This is an optimization exercise on Yosys and OpenROAD, whose aim is small area, a short achievable clock period and few clock cycles, not a production implementation.
Where RTL was checked, it was by simulation tests only, not by an equivalence proof against the original.
No functional check of the RTL was part of run 2.
Power figures rest on the tool's default switching activity, not on a simulated workload.

==> flow/design.v (outline; a module is shown in full before it is edited, if it fits) <==
// module fc_booth_enc: 18 lines
// module fc_fa: 10 lines
// module fc_ha: 9 lines
// module fc_mac_lane: 540 lines
// module fc_sequencer: 65 lines
// module fc_layer_top: 78 lines
module fc_layer_top (
	input  logic          clk,
	input  logic          reset_n,
	input  logic          i_run,
	input  fc_pkg::cnt_t  i_num_cnt,
	output logic          o_idle,
	output logic          o_read,
	output logic          o_write,
	output logic          o_done,
	output fc_pkg::addr_t o_mem_addr,
	output logic          o_mem_ce,
	input  fc_pkg::word_t i_node_q,
	input  fc_pkg::word_t i_wgt0_q,
	input  fc_pkg::word_t i_wgt1_q,
	output fc_pkg::acc_t  o_result_0,
	output fc_pkg::acc_t  o_result_1,
	output fc_pkg::acc_t  o_result_2,
	output fc_pkg::acc_t  o_result_3
);
  // ...
==> flow/flow/run.sh <==
#!/bin/bash
# Standard layout, with timing repair aimed at a shorter period than the clock's,
# and plain buffers (rather than delay cells) on the ports. The clock, the
# constraints and every other step stay as the standard flow's own layout makes them.
set -euo pipefail
bash standard.sh SETUP_SLACK_MARGIN=6.8 "BUFFER_PORTS_ARGS=-buffer_cell sky130_fd_sc_hd__buf_2" finish > standard.log 2>&1
==> flow/standard.sh <==
#!/bin/bash
# synth_recipe.tcl (not shown) runs the flow's synth.tcl, then flattens the netlist and writes it again
# the make line also repeats each setting of config.mk as NAME=value (left out here)
make -C /OpenROAD-flow-scripts/flow DESIGN_CONFIG=/design/flow/config.mk WORK_HOME=/design/flow/orfs CLKGATE_MAP_FILE= SYNTH_SCRIPT=/design/flow/synth_recipe.tcl "${@:-finish}"
==> flow/config.mk <==
export PLATFORM = sky130hd
export DESIGN_NAME = fc_layer_top
export DESIGN_NICKNAME = fc_layer_top
export VERILOG_FILES = /design/flow/design.v
export SDC_FILE = /design/flow/constraint.sdc
export NUM_CORES = 4
export LEC_CHECK = 0
export CAP_MARGIN = 20
export CORE_MARGIN = 2
export CORE_UTILIZATION = 55
export SETUP_SLACK_MARGIN = 5
export SLEW_MARGIN = 20
export SYNTH_HIERARCHICAL = 1
==> flow/constraint.sdc <==
create_clock -name core_clock -period 10.0 [get_ports {clk}]
set_input_delay 2.0000 -clock core_clock [delete_from_list [all_inputs] [get_ports {clk}]]
set_output_delay 2.0000 -clock core_clock [all_outputs]
set_load 0.01 [all_outputs]
==> summary.md, run 1 <==
| Metric | Value |
|---|---|
| Port bufs | `255` |
| Worst EP arrival | `1.28 ns` |
| Reg clk slew, reported paths | `0.06 ns` |
| Final worst slack | `6.720 ns` |
| Nets | `4517` |
| GR Util All Layers | `0.2801` |
| Setup TNS | `0 ns` |
| Register share of total power | `0.194` |
| Final Max Slew Viols | `0` |
| Peak VDD IR | `0.4083 mV` |
| Core Region | `70030 um2` |
| Levels on crit path | `2` |
| Largest class | `multi-input gates` |
| Internal power | `0.01077 W` |
| Final Hold Fails | `0` |
| Row count | `97` |
| Status | `timing/DRC/antenna clean` |
| Mux contribution to synthesized area | `0.001319` |
| Dominant synthesized flop cell | `dfxtp_1` |
| Skew final | `0.02445 ns` |
| H-tree Lvls | `2` |
| First-pass detailed-route iteration total | `5` |
| Hpwl dp | `~70000 um` |
| Met1 Use GR | `0.3612` |
| Inst Count DP | `4357` |
| Die width | `269.9 um` |
| Simple-gate area share of the yosys netlist | `0.06015` |
| R2r endpoint | `g_lane[0].u_lane.acc[29]$_DFF_PN0_` |
| Synth top area share | `0.2470` |
| Most common cell in the netlist | `xnor2_1` |
| P&R area growth vs syn | `16.72%` |
| Min-Delay Endpoint | `u_seq.last_pipe[1]$_DFF_PN0_` |
| Crit Path Max Fanout | `2` |
| Part of the power in combinational logic | `0.688` |
| Reg-to-Reg Start | `g_lane[0].u_lane.acc[14]$_DFF_PN0_` |
| Power Sequential | `roughly 0.0037 W` |
| Fraction of area in multi-input gates | `0.5997` |
| Die Ht | `between 200 and 300 um` |
| Placed cell area | `40480 um2` |
| Post-CTS setup buffers | `approximately 120` |
| Most frequent CP cell | `buf_6` |
| Unrepaired setup endpoints after global routing | `true` |
| Clock power share | `0.118` |
Testbench counts, summed over its fixed seeds: cycles 17,461.
==> module fc_sequencer, before the edit <==
module fc_sequencer (
	input  logic          clk,
	input  logic          reset_n,
	input  logic          i_run,
	input  fc_pkg::cnt_t  i_num_cnt,
	output logic          o_idle,
	output logic          o_read,
	output logic          o_write,
	output logic          o_done,
	output logic          o_rd_valid,
	output logic          o_clr,
	output logic          o_mem_ce,
	output fc_pkg::addr_t o_mem_addr
);
	logic          busy;
	logic          rd_act;
	logic          rd_valid;
	logic          start;
	logic          start_q;
	logic          rd_last;
	logic [2:0]    last_pipe;
	logic          done;
	fc_pkg::addr_t num;
	fc_pkg::addr_t rd_cnt;
	fc_pkg::addr_t rd_nxt;
	assign o_idle = ~busy;
	assign start  = i_run & ~busy;
	always_ff @(posedge clk) begin
		if (start) begin
			num <= fc_pkg::addr_t'(i_num_cnt);
		end
	end
	assign rd_nxt  = rd_cnt + fc_pkg::addr_t'(1);
	assign rd_last = rd_act & (rd_nxt == num);
	always_ff @(posedge clk or negedge reset_n) begin
		if (!reset_n) begin
			busy      <= 1'b0;
			rd_act    <= 1'b0;
			rd_valid  <= 1'b0;
			start_q   <= 1'b0;
			last_pipe <= '0;
			done      <= 1'b0;
			rd_cnt    <= '0;
		end else begin
			busy      <= start | (busy & ~done);
			rd_act    <= start | (rd_act & ~rd_last);
			rd_valid  <= rd_act;
			start_q   <= start;
			last_pipe <= {last_pipe[1:0], rd_last};
			done      <= last_pipe[2];
			if (rd_last) begin
				rd_cnt <= '0;
			end else if (rd_act) begin
				rd_cnt <= rd_nxt;
			end
		end
	end
	assign o_read     = rd_act;
	assign o_mem_ce   = rd_act;
	assign o_mem_addr = rd_cnt;
	assign o_write    = busy & ~done;
	assign o_done     = done;
	assign o_rd_valid = rd_valid;
	assign o_clr      = start_q;
endmodule
==> run 2: changes to the inputs <==
--- a/flow/design.v
+++ b/flow/design.v
@@ -606,7 +606,8 @@
 	output logic          o_mem_ce,
 	output fc_pkg::addr_t o_mem_addr
 );
-	logic          busy;
+	logic          idle;
+	logic          write;
 	logic          rd_act;
 	logic          rd_valid;
 	logic          start;
@@ -617,8 +618,8 @@
 	fc_pkg::addr_t num;
 	fc_pkg::addr_t rd_cnt;
 	fc_pkg::addr_t rd_nxt;
-	assign o_idle = ~busy;
-	assign start  = i_run & ~busy;
+	assign o_idle = idle;
+	assign start  = i_run & idle;
 	always_ff @(posedge clk) begin
 		if (start) begin
 			num <= fc_pkg::addr_t'(i_num_cnt);
@@ -628,7 +629,8 @@
 	assign rd_last = rd_act & (rd_nxt == num);
 	always_ff @(posedge clk or negedge reset_n) begin
 		if (!reset_n) begin
-			busy      <= 1'b0;
+			idle      <= 1'b1;
+			write     <= 1'b0;
 			rd_act    <= 1'b0;
 			rd_valid  <= 1'b0;
 			start_q   <= 1'b0;
@@ -636,7 +638,8 @@
 			done      <= 1'b0;
 			rd_cnt    <= '0;
 		end else begin
-			busy      <= start | (busy & ~done);
+			idle      <= ~start & (idle | done);
+			write     <= (start | write) & ~last_pipe[2];
 			rd_act    <= start | (rd_act & ~rd_last);
 			rd_valid  <= rd_act;
 			start_q   <= start;
@@ -652,7 +655,7 @@
 	assign o_read     = rd_act;
 	assign o_mem_ce   = rd_act;
 	assign o_mem_addr = rd_cnt;
-	assign o_write    = busy & ~done;
+	assign o_write    = write;
 	assign o_done     = done;
 	assign o_rd_valid = rd_valid;
 	assign o_clr      = start_q;
==> run 2 against run 1 <==
  * Still clean
  * Utilization fell by 0.30 points
  * Synthesized area barely moved
  * Clock power barely moved
  * First-iteration DRC count fell by 4.7%
  * Clock skew rose by 0.014 ns
  * Cell count fell by 0.56%
  * Critical path type unchanged
  * Critical endpoint is now o_result_1[1]
  * Highest routed layer unchanged
==> summary.md, run 2 <==
| Metric | Value |
|---|---|
| Worst path slowest cell | `dfrtp_2 (was dfrtp_1)` |
| Main area contributors after synthesis | `fa_1, dfxtp_1, xnor2_1 (unchanged)` |
| Post-layout util | `0.6453 (was 0.6484)` |
| CP endpoint | `o_result_1[1] (was o_result_0[7])` |
| Max reg flops | `128 (unchanged)` |
| Final setup vio count | `0 (unchanged)` |
| Max-cap viol count | `0 (unchanged)` |
| Leak | `18.27 nW (was 18.47 nW)` |
| EDFF count, synth | `12 (unchanged)` |
| Port bufs | `255 (unchanged)` |
| Period Utilization, post-route | `0.3246 (was 0.3280)` |
| Levels on crit path | `1 (was 2)` |
| Cells after synthesis | `3415 (unchanged)` |
| Commonest non-fill, non-tap cell in the layout | `xnor2_1 (unchanged)` |
| Flop2flop setup slack | `6.85 ns (was 6.81 ns)` |
| Pin count of the biggest net entering global routing | `78 (was 68)` |
| Final Hold Fails | `0 (unchanged)` |
| Unrepaired setup endpoints after global routing | `true (unchanged)` |
| CTS tree | `done (unchanged)` |
| CP delay by family, top | `flip-flops (unchanged)` |
| Antenna-violating nets left | `0 (unchanged)` |
| Slew @ Worst Pin | `1.018 ns (was 0.8650 ns)` |
| WP buf/inv | `1 (was 2)` |
| Worst reg2reg path depth | `6 (was 13)` |
| Sequential share of the synthesized area | `0.2884 (was 0.2877)` |
| Period minus WS final | `3.246 ns (was 3.280 ns)` |
| Crit path kind | `reg2out (unchanged)` |
| DR WL/cell | `22.75 um (was 22.20 um)` |
| Reg-to-Reg Start | `wgt_r[1][10]$_DFF_P_ (was g_lane[0].u_lane.acc[14]$_DFF_PN0_)` |
| CTS root buf | `clkbuf_16 (unchanged)` |
| CP Cell Sequence | `buf_6 (was buf_6, buf_6)` |
| Fmax | `0.3081 GHz (was 0.3049 GHz)` |
| Synth Register Bits | `517 (was 516)` |
| Dominant synthesized flop cell | `dfxtp_1 (unchanged)` |
| H-tree Lvls | `2 (unchanged)` |
| Yosys Warn Count | `21 (unchanged)` |
| Global-route wire length before repair | `166100 um (was 162700 um)` |
| Number of cells on the worst hold path | `0 (unchanged)` |
| Nets | `4490 (was 4517)` |
| Initial detailed-routing violation count | `1940 (was 2035)` |
| Mapped Avg Cell Area | `11.39 um2 (about the same)` |
| R2r endpoint | `g_lane[3].u_lane.p1_16$_DFF_P_ (was g_lane[0].u_lane.acc[29]$_DFF_PN0_)` |
| Peak VDD IR | `0.3953 mV (was 0.4083 mV)` |
| Most flop-heavy register | `g_lane.u_lane.acc (unchanged)` |
| Hpwl dp | `69160 um (was 68260 um)` |
| Synthesized cell area | `38900 um2 (about the same)` |
| Status | `timing/DRC/antenna clean (unchanged)` |
| Highest-count cells in the layout ignoring fill and taps | `xnor2_1, a22oi_1, fa_1 (unchanged)` |
| Top Registers | `g_lane.u_lane.acc (128), wgt_r (64) (unchanged)` |
| Residual DRC | `0 (unchanged)` |
| Final wirelength | `104900 um (was 102900 um)` |
| Initial antenna violation count | `7 (was 5)` |
| Skew-Pair Late Insertion Delay | `0.63 ns (was 0.65 ns)` |
| CTS Sinks | `517 (was 516)` |
| Most common cell in the netlist | `xnor2_1 (unchanged)` |
| Crit Path Max Fanout | `2 (unchanged)` |
| Row count | `97 (unchanged)` |
| Vias in the first global route | `29496 (was 29593)` |
| Max-slew headroom | `0.3217 (was 0.4233)` |
| Power Dens Cells | `432.8 nW/um2 (was 416.2 nW/um2)` |
| Worst Setup Start Kind | `register (unchanged)` |
| Synth area leader | `fa_1 (unchanged)` |
| CTS Buf Count | `57 (was 58)` |
| Design Power | `0.01956 W (was 0.01890 W)` |
| Worst setup EP type | `primary output (unchanged)` |
| Final Instance Count excl. Fillers | `4610 (was 4636)` |
| Worst EP arrival | `1.25 ns (was 1.28 ns)` |
| P&R area growth vs syn | `16.18% (was 16.72%)` |
| Min-Delay Path Class | `reg2reg (unchanged)` |
| Reg clk slew, reported paths | `0.06 ns (about the same)` |
| Setup TNS | `0 ns (unchanged)` |
| First-pass detailed-route iteration total | `6 (was 5)` |
| Skew final | `0.03838 ns (was 0.02445 ns)` |
| Max incr delay on CP | `0.47 ns (was 0.40 ns)` |
| Total gr overflow | `0 (unchanged)` |
| Core Region | `70030 um2 (unchanged)` |
| Inst Count DP | `4355 (was 4357)` |
| Post-synth top cells | `xnor2_1, a22oi_1, fa_1 (unchanged)` |
| Critical path data required time | `8.00 ns (about the same)` |
| Synth top area share | `0.2470 (about the same)` |
| Vias | `27092 (was 27250)` |
| Layout cell share with drive strength beyond 1 | `0.2354 (was 0.2439)` |
| Die area | `72870 um2 (about the same)` |
| Starting Density | `0.5555 (about the same)` |
| Final Max Slew Viols | `0 (unchanged)` |
| Die width | `269.9 um (about the same)` |
| Critical Path Source | `g_lane[1].u_lane.acc[1]$_DFF_PN0_ (was g_lane[0].u_lane.acc[7]$_DFF_PN0_)` |
| Deepest clock path buffer count | `3 (unchanged)` |
| Async set-reset flop share out of synthesis | `0.2882 (was 0.2868)` |
| Via-to-Cell Ratio | `5.877 (was 5.878)` |
| Ports | `257 (unchanged)` |
| Yosys cell types | `60 (was 61)` |
| Hold Buf Count CTS | `0 (unchanged)` |
| GR Util All Layers | `0.2891 (was 0.2801)` |
| Die Ht | `269.9 um (about the same)` |
| Gpl congestion | `0.8596 (was 0.8443)` |
==> run 2: per-module statistics from Yosys (local to each module, per instance) <==
module        copies in the design  flops+latches
fc_mac_lane                      4             93
fc_layer_top                     1            112
fc_sequencer                     1             33
fc_booth_enc                     2              0
fc_fa                          480              0
fc_ha                          216              0
==> run 2: power breakdown <==
part / total [W] / switching, W / internal [W] / leakage [nW]
sequential: 0.00380 / 0.000634 / 0.00316 / 4.85
clock: 0.00222 / 0.000895 / 0.00132 / 0.984
combinational: 0.0135 / 0.00691 / 0.00663 / 12.4
total: 0.0196 / 0.00844 / 0.0111 / 18.3
==> run 2: layout make-up <==
type,count,area [um2]
Tap cell,940,1176
Multi-Input combinational cell,2587,27240
Antenna cell,4,10.01
Clock buffer,85,1727
Fill cell,5538,24840
Sequential cell,517,11430
Timing Repair Buffer,442,3293
Clock inverter,23,267.8
Inverter,12,45.04
==> run 2: cells by family after synthesis <==
| group | after synthesis | synth area share |
|---|---|---|
| AO/OA/AOI/OAI | 697 | 0.1308 |
| XOR/XNOR | 636 | 0.1432 |
| adder cells (fa/ha/maj) | 761 | 0.3374 |
| buffers and inverters | 339 | 0.03590 |
| flip-flops | 517 | 0.2884 |
| multiplexers | 5 | 0.001287 |
| other | 4 | 0.0003859 |
| AND/OR/NAND/NOR | 456 | 0.06263 |
==> run 2: layer usage <==
layer / part of all wire / wire length, um / track usage
met5: 0.00030 / 31 / 0
met4: 0.030 / 3095 / 0.09605
met3: 0.068 / 7142 / 0.05459
met2: 0.50 / 52610 / 0.4943
met1: 0.40 / 42020 / 0.3693
==> run 2: worst min-delay path by stage <==
| stage | from | end |
|---|---|---|
| 6_report | u_seq.last_pipe[0]$_DFF_PN0_ | u_seq.last_pipe[1]$_DFF_PN0_ |
| 5_1_grt | u_seq.last_pipe[0]$_DFF_PN0_ | u_seq.last_pipe[1]$_DFF_PN0_ |
| 3_5_place_dp | u_seq.last_pipe[0]$_DFF_PN0_ | u_seq.last_pipe[1]$_DFF_PN0_ |
| 3_3_place_gp | u_seq.last_pipe[0]$_DFF_PN0_ | u_seq.last_pipe[1]$_DFF_PN0_ |
| 2_1_floorplan | u_seq.last_pipe[0]$_DFF_PN0_ | u_seq.last_pipe[1]$_DFF_PN0_ |
| 4_1_cts | u_seq.last_pipe[0]$_DFF_PN0_ | u_seq.last_pipe[1]$_DFF_PN0_ |
==> run 2: through the flow <==
stage / hold slack [ns] / setup WS, ns / area [um2]
3_5_place_dp: 0.3378 / 5.836 / 40480
2_1_floorplan: 0.3312 / 6.841 / 39000
5_1_grt: 0.3520 / 6.688 / 45190
4_1_cts: 0.3497 / 6.694 / 43770
6_report: 0.3513 / 6.754 / 45190
3_3_place_gp: 0.3346 / 5.915 / 40480
==> run 2: repair_timing <==
| action | in CTS | in global routing |
|---|---|---|
| pin swaps | 2 | 104 |
| endpoints found under the setup margin | 287 | 237 |
| gates resized for setup | 159 | 216 |
| setup buffers | 108 | 35 |

[re-timing with driven ports]
The flow's constraints put no driver on any port. The routed layouts listed below were extracted and timed again, unchanged, in two steps. Step 1 sets driving cells, clkbuf_16 on the clock port and buf_2 on the other inputs (assumed; they add their load-dependent delay and slew). Step 2 also shifts input and output timing later by t, the mid clock arrival at the registers, as if the neighbouring blocks saw the same clock. a / b / c = no drivers / after step 1 / after step 2; a / b = the first two.
run	t (ns)	setup slack, ns	worst setup path after step 2	worst slew at a driven data input, ns
run 1	0.698	6.720 / 6.654 / 6.668	input, reset recovery	0.10
run 2	0.682	6.754 / 6.688 / 6.465	input, reset recovery	0.10
After both steps setup and hold are still met in every run listed. The setup slack of run 2, which loses most, moves by -0.066 ns with the drivers and by -0.289 ns with both steps. Setup slack includes reset recovery checks.
